Context: an optimization exercise on an open-source flow, tuned for a short achievable clock period and few clock cycles. The choices shown serve that exercise and are no tape-out recipe.
Only simulation tests tie the RTL to the original design; equivalence was not proved.

==> pepper: inputs <==
// risc_core
module risc_core (
    input  wire logic             clk,
    input  wire logic             arst_n_i,
    output logic [32-1:0]      pc_o,
    input  wire logic [32-1:0] instr_i,
    output logic [32-1:0]      dmem_addr_o,
    output logic [32-1:0]      dmem_wdata_o,
    output logic                  dmem_we_o,
    input  wire logic [32-1:0] dmem_rdata_i,
    output logic                  rf_we_o,
    output logic [4:0]            rf_waddr_o,
    output logic [32-1:0]      rf_wdata_o
);
clock: 11.0 ns
lec_check: 0
abc_clock_period_in_ps: 3500
cap_margin: 20
core_margin: 2
core_utilization: 55
slew_margin: 20
standard.sh (not shown) runs the stock make flow with config.mk's settings and CLKGATE_MAP_FILE= SYNTH_SCRIPT=/design/flow/synth_recipe.tcl, a recipe that flattens the netlist after the stock synthesis.
==> flow/flow/run.sh <==
#!/bin/bash
# Standard ORFS layout, with repair aiming well below the clock period:
# the setup margin makes the resizer work on every path longer than
# (period - margin). The constraints themselves are unchanged.
set -euo pipefail
MARGIN=${MARGIN:-7.5}
bash standard.sh SETUP_SLACK_MARGIN=$MARGIN finish > standard_flow.log 2>&1
==> inputs of tundra, as changes to pepper <==
--- a/flow/design.v
+++ b/flow/design.v
@@ -38,25 +38,27 @@
     } alu_flags_t;
 endpackage
 `default_nettype wire
 `default_nettype none
 module alu (
     input  wire logic [32-1:0] a_i,
-    input  wire logic [32-1:0] b_i,       
+    input  wire logic [32-1:0] b_i,
     input  wire logic             sub_i,     
     input  wire logic [1:0]       lsel_i,    
     input  wire logic             arith_i,   
     input  wire logic             slt_i,     
     output logic [32-1:0]      result_o,
     output logic [32-1:0]      sum_o,     
     output logic                  lt_o
 );
+    logic [32-1:0] b_eff;
     logic [32-1:0] sum;
     logic [32-1:0] lres;
-    assign sum   = a_i + b_i + {{(32-1){1'b0}}, sub_i};
-    assign lt_o = (a_i[32-1] == b_i[32-1]) ? a_i[32-1] : sum[32-1];
+    assign b_eff = sub_i ? ~b_i : b_i;
+    assign sum   = a_i + b_eff + {{(32-1){1'b0}}, sub_i};
+    assign lt_o = (a_i[32-1] ^ b_i[32-1]) ? a_i[32-1] : sum[32-1];
     assign sum_o = sum;
     always_comb begin
         case (lsel_i)
             2'd0:    lres = a_i ^ b_i;
             2'd1:    lres = a_i | b_i;
             2'd2:    lres = a_i & b_i;
@@ -121,15 +123,14 @@
     localparam int BTB_TL = BTB_IW + 2;     
     localparam int BTB_AW = 18;             
     localparam int BTB_FT = 6;              
     logic [32-1:0] pc_q;
     logic [32-1:0] pc_out_q;     
     logic             ex_valid;
-    logic [32-1:0] ex_a, ex_rs2, ex_imm;
-    logic             ex_fa, ex_fs;
-    logic             ex_fbp, ex_fbn, ex_brsp, ex_brsn, ex_bimm;    
+    logic [32-1:0] ex_a, ex_b, ex_sd;
+    logic             ex_fa, ex_fb, ex_fs;
     logic             ex_sub, ex_arith, ex_slt;
     logic [1:0]       ex_lsel;
     logic [4:0]       ex_rd;
     logic             ex_wr, ex_ld, ex_st;
     logic             ex_ldw;       
     logic             ex_wrv;       
@@ -161,15 +162,15 @@
     logic              f_ptaken;
     logic [32-1:0]  f_pc4;
     logic [32-1:0]  f_pnext;
     assign pc_o     = pc_out_q;
     assign f_idx    = pc_q[BTB_TL-1:2];
     assign f_fhit   = btb_v[f_idx] && (btb_tag[f_idx][BTB_TL+BTB_FT-1:BTB_TL] == pc_q[BTB_TL+BTB_FT-1:BTB_TL]);
-    assign f_hit    = f_fhit && (btb_tag[f_idx] == pc_q[BTB_AW-1:BTB_TL]) &&
+    assign f_hit    = btb_v[f_idx] && (btb_tag[f_idx] == pc_q[BTB_AW-1:BTB_TL]) &&
                       (pc_q[32-1:BTB_AW] == '0);
-    assign f_ptaken = f_fhit && btb_ctr[f_idx][1] && !btb_exit[f_idx];
+    assign f_ptaken = f_fhit && btb_ctr[f_idx][1];
     assign f_pc4    = pc_q + 32'd4;
     assign f_pnext  = f_ptaken ? {{(32-BTB_AW){1'b0}}, btb_tgt[f_idx], 2'b00} : f_pc4;
     logic [31:0] ir;
     logic [6:0]  d_opc;
     logic [2:0]  d_f3;
     logic [4:0]  d_rd, d_rs1, d_rs2;
@@ -177,17 +178,16 @@
     logic        d_fn_ok;
     logic        d_wr;
     logic [32-1:0] d_imm_i, d_imm_s, d_imm_b, d_imm_j, d_imm_u;
     logic [32-1:0] d_imm, d_boff;
     logic [32-1:0] rf_rs1, rf_rs2;
     logic [32-1:0] d_rs1v, d_rs2v;
-    logic [32-1:0] d_a, d_bimm;
+    logic [32-1:0] d_a, d_b;
     logic        d_stall;
     logic        d_sub, d_arith, d_slt;
     logic        d_bsel_rs2, d_bsel_pc4;
-    logic        d_fwd2;       
     logic [1:0]  d_lsel;
     assign ir    = instr_i;
     assign d_opc = ir[6:0];
     assign d_f3  = ir[14:12];
     assign d_rd  = ir[11:7];
     assign d_rs1 = ir[19:15];
@@ -223,81 +223,75 @@
         .rs2_data_o (rf_rs2)
     );
     assign d_rs1v = (w_en && (w_rd == d_rs1)) ? w_data : rf_rs1;
     assign d_rs2v = (w_en && (w_rd == d_rs2)) ? w_data : rf_rs2;
     assign d_a = d_rs1v;
     always_comb begin
-        if (d_bsel_pc4) d_bimm = f_pc4;
-        else            d_bimm = d_imm;
+        if (d_bsel_rs2)      d_b = d_rs2v;
+        else if (d_bsel_pc4) d_b = f_pc4;
+        else                 d_b = d_imm;
     end
     assign d_sub   = (d_op && d_f3 == 3'b000 && ir[30]) || ((d_op || d_opi) && d_f3 == 3'b010) || d_br;
     assign d_slt   = (d_op || d_opi) && (d_f3 == 3'b010);
     assign d_arith = !(d_op || d_opi || d_lui || d_jal) || ((d_op || d_opi) && d_f3 == 3'b000);
     always_comb begin
         if (d_lui || d_jal)       d_lsel = 2'd3;
         else if (d_f3 == 3'b100)  d_lsel = 2'd0;
         else if (d_f3 == 3'b110)  d_lsel = 2'd1;
         else                      d_lsel = 2'd2;
     end
-    assign d_fwd2 = ex_wrv && (ex_rd == d_rs2);
     assign d_stall = ex_ldw && ((d_rs1 == ex_rd) || (d_rs2 == ex_rd));
     logic [32-1:0] e_a, e_b, e_sd;
     logic [32-1:0] e_res, e_sum;
     logic             e_lt;
     logic             e_beq, e_blt;
     logic             e_taken;
     logic             e_mis_t, e_mis_nt, e_mispred;
     logic [32-1:0] e_tgt;
-    logic [32-1:0] f_cont, pc_if_t, pc_if_nt, pc_d, pc_out_d;
+    logic [32-1:0] f_cont, pc_if_t, pc_if_nt, pc_d;
     assign e_a  = ex_fa ? mem_res : ex_a;
-    assign e_b  = ({32{ex_fbp}} & mem_res) | ({32{ex_fbn}} & ~mem_res) |
-                  ({32{ex_brsp}} & ex_rs2) | ({32{ex_brsn}} & ~ex_rs2) |
-                  ({32{ex_bimm}} & ex_imm);
-    assign e_sd = ex_fs ? mem_res : ex_rs2;
+    assign e_b  = ex_fb ? mem_res : ex_b;
+    assign e_sd = ex_fs ? mem_res : ex_sd;
     alu i_alu (
         .a_i      (e_a),
         .b_i      (e_b),
         .sub_i    (ex_sub),
         .lsel_i   (ex_lsel),
         .arith_i  (ex_arith),
         .slt_i    (ex_slt),
         .result_o (e_res),
         .sum_o    (e_sum),
         .lt_o     (e_lt)
     );
     logic e_eq00, e_eq10, e_eq01, e_lt00, e_lt10, e_lt01;
-    assign e_eq00 = (ex_a == ex_rs2);
-    assign e_eq10 = (mem_res == ex_rs2);
+    assign e_eq00 = (ex_a == ex_b);
+    assign e_eq10 = (mem_res == ex_b);
     assign e_eq01 = (ex_a == mem_res);
-    assign e_lt00 = (ex_a[32-1] != ex_rs2[32-1]) ? ex_a[32-1] :
-                    (ex_a[32-2:0] < ex_rs2[32-2:0]);
-    assign e_lt10 = (mem_res[32-1] != ex_rs2[32-1]) ? mem_res[32-1] :
-                    (mem_res[32-2:0] < ex_rs2[32-2:0]);
+    assign e_lt00 = (ex_a[32-1] != ex_b[32-1]) ? ex_a[32-1] :
+                    (ex_a[32-2:0] < ex_b[32-2:0]);
+    assign e_lt10 = (mem_res[32-1] != ex_b[32-1]) ? mem_res[32-1] :
+                    (mem_res[32-2:0] < ex_b[32-2:0]);
     assign e_lt01 = (ex_a[32-1] != mem_res[32-1]) ? ex_a[32-1] :
                     (ex_a[32-2:0] < mem_res[32-2:0]);
     always_comb begin
-        case ({ex_fa, ex_fs})
+        case ({ex_fa, ex_fb})
             2'b00:   begin e_beq = e_eq00; e_blt = e_lt00; end
             2'b10:   begin e_beq = e_eq10; e_blt = e_lt10; end
             2'b01:   begin e_beq = e_eq01; e_blt = e_lt01; end
             default: begin e_beq = 1'b1;   e_blt = 1'b0;   end
         endcase
     end
     assign e_tgt     = ex_pc + ex_boff;
     assign e_taken   = ex_jal || (ex_beq && e_beq) || (ex_bne && !e_beq) || (ex_blt && e_blt);
     assign e_mis_t   = ex_valid && !(ex_ptaken ? ex_pok : ex_t4);
     assign e_mis_nt  = ex_valid && ex_ptaken;
     assign e_mispred = e_taken ? e_mis_t : e_mis_nt;
-    assign f_cont    = d_stall ? pc_q : f_pnext;
+    assign f_cont    = (d_stall || !arst_n_i) ? pc_q : f_pnext;
     assign pc_if_t   = e_mis_t ? e_tgt : f_cont;
     assign pc_if_nt  = e_mis_nt ? ex_pc4 : f_cont;
     assign pc_d      = e_taken ? pc_if_t : pc_if_nt;
-    assign pc_out_d  = e_taken ? (pc_if_t & {32{arst_n_i}}) : (pc_if_nt & {32{arst_n_i}});
-    always_ff @(posedge clk) begin
-        pc_out_q <= pc_out_d;
-    end
     assign dmem_addr_o  = mem_addr;
     assign dmem_wdata_o = mem_sd;
     assign dmem_we_o    = mem_we;
     assign w_en   = mem_valid && mem_wr;
     assign w_rd   = mem_rd;
     assign w_data = mem_ld ? dmem_rdata_i : mem_res;
@@ -308,34 +302,33 @@
         if (!arst_n_i) begin
             pc_q      <= 32'h0000_0000;
             ex_valid  <= 1'b0;
             ex_ldw    <= 1'b0;
             ex_wrv    <= 1'b0;
             mem_valid <= 1'b0;
-            mem_we    <= 1'b0;
-            wb_we     <= 1'b0;
         end else begin
             pc_q      <= pc_d;
             ex_valid  <= !e_mispred && !d_stall;
             ex_ldw    <= !e_mispred && !d_stall && d_ld && d_wr;
             ex_wrv    <= !e_mispred && !d_stall && d_wr;
             mem_valid <= ex_valid;
-            mem_we    <= ex_valid && ex_st;
-            wb_we     <= w_en;
         end
     end
     always_ff @(posedge clk) begin
+        pc_out_q <= pc_d;
+    end
+    always_ff @(posedge clk) begin
+        mem_we <= ex_valid && ex_st;
+        wb_we  <= w_en;
+    end
+    always_ff @(posedge clk) begin
         ex_a      <= d_a;
-        ex_rs2    <= d_rs2v;
-        ex_imm    <= d_sub ? ~d_bimm : d_bimm;
-        ex_fbp    <= d_bsel_rs2 && d_fwd2 && !d_sub;
-        ex_fbn    <= d_bsel_rs2 && d_fwd2 && d_sub;
-        ex_brsp   <= d_bsel_rs2 && !d_fwd2 && !d_sub;
-        ex_brsn   <= d_bsel_rs2 && !d_fwd2 && d_sub;
-        ex_bimm   <= !d_bsel_rs2;
+        ex_b      <= d_b;
+        ex_sd     <= d_rs2v;
         ex_fa     <= ex_wrv && (ex_rd == d_rs1);
+        ex_fb     <= ex_wrv && (ex_rd == d_rs2) && d_bsel_rs2;
         ex_fs     <= ex_wrv && (ex_rd == d_rs2);
         ex_sub    <= d_sub;
         ex_arith  <= d_arith;
         ex_slt    <= d_slt;
         ex_lsel   <= d_lsel;
         ex_rd     <= d_rd;
@@ -349,14 +342,13 @@
         ex_blt    <= d_br && (d_f3 == 3'b100);
         ex_pc     <= pc_q;
         ex_pc4    <= f_pc4;
         ex_boff   <= d_boff;
         ex_ptaken <= f_ptaken;
         ex_pok    <= f_hit;
-        ex_t4     <= d_jal ? (ir[31:12] == 20'h00400) :
-                             ({ir[31:25], ir[11:7]} == 12'h004);
+        ex_t4     <= (d_boff == 32'd4);
         mem_res  <= e_res;
         mem_addr <= e_sum;
         mem_sd   <= e_sd;
         mem_rd   <= ex_rd;
         mem_wr   <= ex_wr;
         mem_ld   <= ex_ld;
@@ -387,13 +379,13 @@
     assign u_taken = u_tkn && u_tgt_ok;
     logic [1:0] x_ctr;
     logic [3:0] x_cnt, x_trip, x_cnt1;
     logic       x_conf, x_conf_nt;
     logic [1:0] u_ctr_inc, u_ctr_dec;
     logic [3:0] u_cnt, u_cnt1;
-    logic       u_exit_t, u_conf_nt, u_exit_nt;
+    logic       u_exit_t, u_conf_nt, u_exit;
     assign x_idx     = ex_pc[BTB_TL-1:2];
     assign x_ctr     = btb_ctr[x_idx];
     assign x_cnt     = btb_cnt[x_idx];
     assign x_trip    = btb_trip[x_idx];
     assign x_conf    = btb_conf[x_idx];
     assign x_cnt1    = (x_cnt == 4'hf) ? 4'hf : x_cnt + 4'd1;
@@ -402,13 +394,13 @@
         u_ctr_inc <= (x_ctr == 2'd3) ? 2'd3 : x_ctr + 2'd1;
         u_ctr_dec <= (x_ctr == 2'd0) ? 2'd0 : x_ctr - 2'd1;
         u_cnt     <= x_cnt;
         u_cnt1    <= x_cnt1;
         u_exit_t  <= x_conf && (x_cnt1 == x_trip);
         u_conf_nt <= x_conf_nt;
-        u_exit_nt <= x_conf_nt && (x_cnt == 4'd0);
+        u_exit    <= btb_exit[x_idx];
     end
     always_ff @(posedge clk or negedge arst_n_i) begin
         if (!arst_n_i) begin
             for (int i = 0; i < BTB_N; i++) begin
                 btb_v[i] <= 1'b0;
             end
@@ -417,29 +409,29 @@
         end
     end
     always_ff @(posedge clk) begin
         if (u_valid) begin
             if (u_taken) begin
                 if (u_own) begin
-                    btb_ctr[u_idx]  <= u_ctr_inc;
+                    btb_ctr[u_idx]  <= u_exit_t ? 2'd1 : u_ctr_inc;
                     btb_cnt[u_idx]  <= u_cnt1;
                     btb_exit[u_idx] <= u_exit_t;
                 end else begin
                     btb_tag[u_idx]  <= u_tag;
                     btb_tgt[u_idx]  <= u_tgt;
                     btb_ctr[u_idx]  <= 2'd3;
                     btb_cnt[u_idx]  <= 4'd1;
                     btb_trip[u_idx] <= 4'd0;
                     btb_conf[u_idx] <= 1'b0;
                     btb_exit[u_idx] <= 1'b0;
                 end
             end else if (u_own) begin
-                btb_ctr[u_idx]  <= u_ctr_dec;
+                btb_ctr[u_idx]  <= u_exit ? 2'd3 : u_ctr_dec;
                 btb_cnt[u_idx]  <= 4'd0;
                 btb_trip[u_idx] <= u_cnt;
                 btb_conf[u_idx] <= u_conf_nt;
-                btb_exit[u_idx] <= u_exit_nt;
+                btb_exit[u_idx] <= 1'b0;
             end
         end
     end
 endmodule
 `default_nettype wire
==> reports/metrics.cfg <==
[outcome]
status = timing/DRC/antenna clean

[synth]
synth_compound_area_frac = 0.0549

[worst_setup_path]
cp_num_buf_inv = 2

[pwr]
ir_drop_mv = 0.158

the above is filed under pepper

==> reports/metrics.cfg <==
[outcome]
status = timing/DRC/antenna clean

[drt]
drt_iter0_drc = 8466

[worst_setup_path]
cp_num_buf_inv = 4
crit_type = primary input to flop
crit_end = ex_b[12]

[synth]
synth_compound_area_frac = 0.0533

[pwr]
ir_drop_mv = 0.164

the above is filed under tundra

Testbench counts of pepper, summed over its fixed seeds: cycles 53,807.
Testbench counts of tundra, summed over its fixed seeds: cycles 53,807.

==> static timing again, ports no longer ideal <==
No port has a modelled driver above. Below, the same layouts with a new extraction and two added sets of constraints.
Step 1 (the two cells are an assumption about what drives the block):
set clk [get_ports {clk}]
set_driving_cell -lib_cell sky130_fd_sc_hd__clkbuf_16 $clk
set_driving_cell -lib_cell sky130_fd_sc_hd__buf_2 [delete_from_list [all_inputs] $clk]
Step 2, shift: input delay + t, output delay - t, t = (earliest + latest rising clock arrival at the registers) / 2. This alone moves slack from input paths to output paths.
Slacks: ideal ports / drivers / drivers and shift; pairs: ideal ports / drivers.
run | t (ns) | setup WS [ns] | worst register clock-pin slew, ns | pins driven straight from the clock port
pepper | 0.960 | 6.888 / 6.888 / 6.075 | 0.07 / 0.07 | 1
tundra | 0.958 | 7.103 / 6.652 / 5.694 | 0.07 / 0.07 | 1
After both steps setup and hold are still met in every run listed. The setup slack of tundra, which loses most, moves by -0.451 ns with the drivers and by -1.409 ns with both steps.
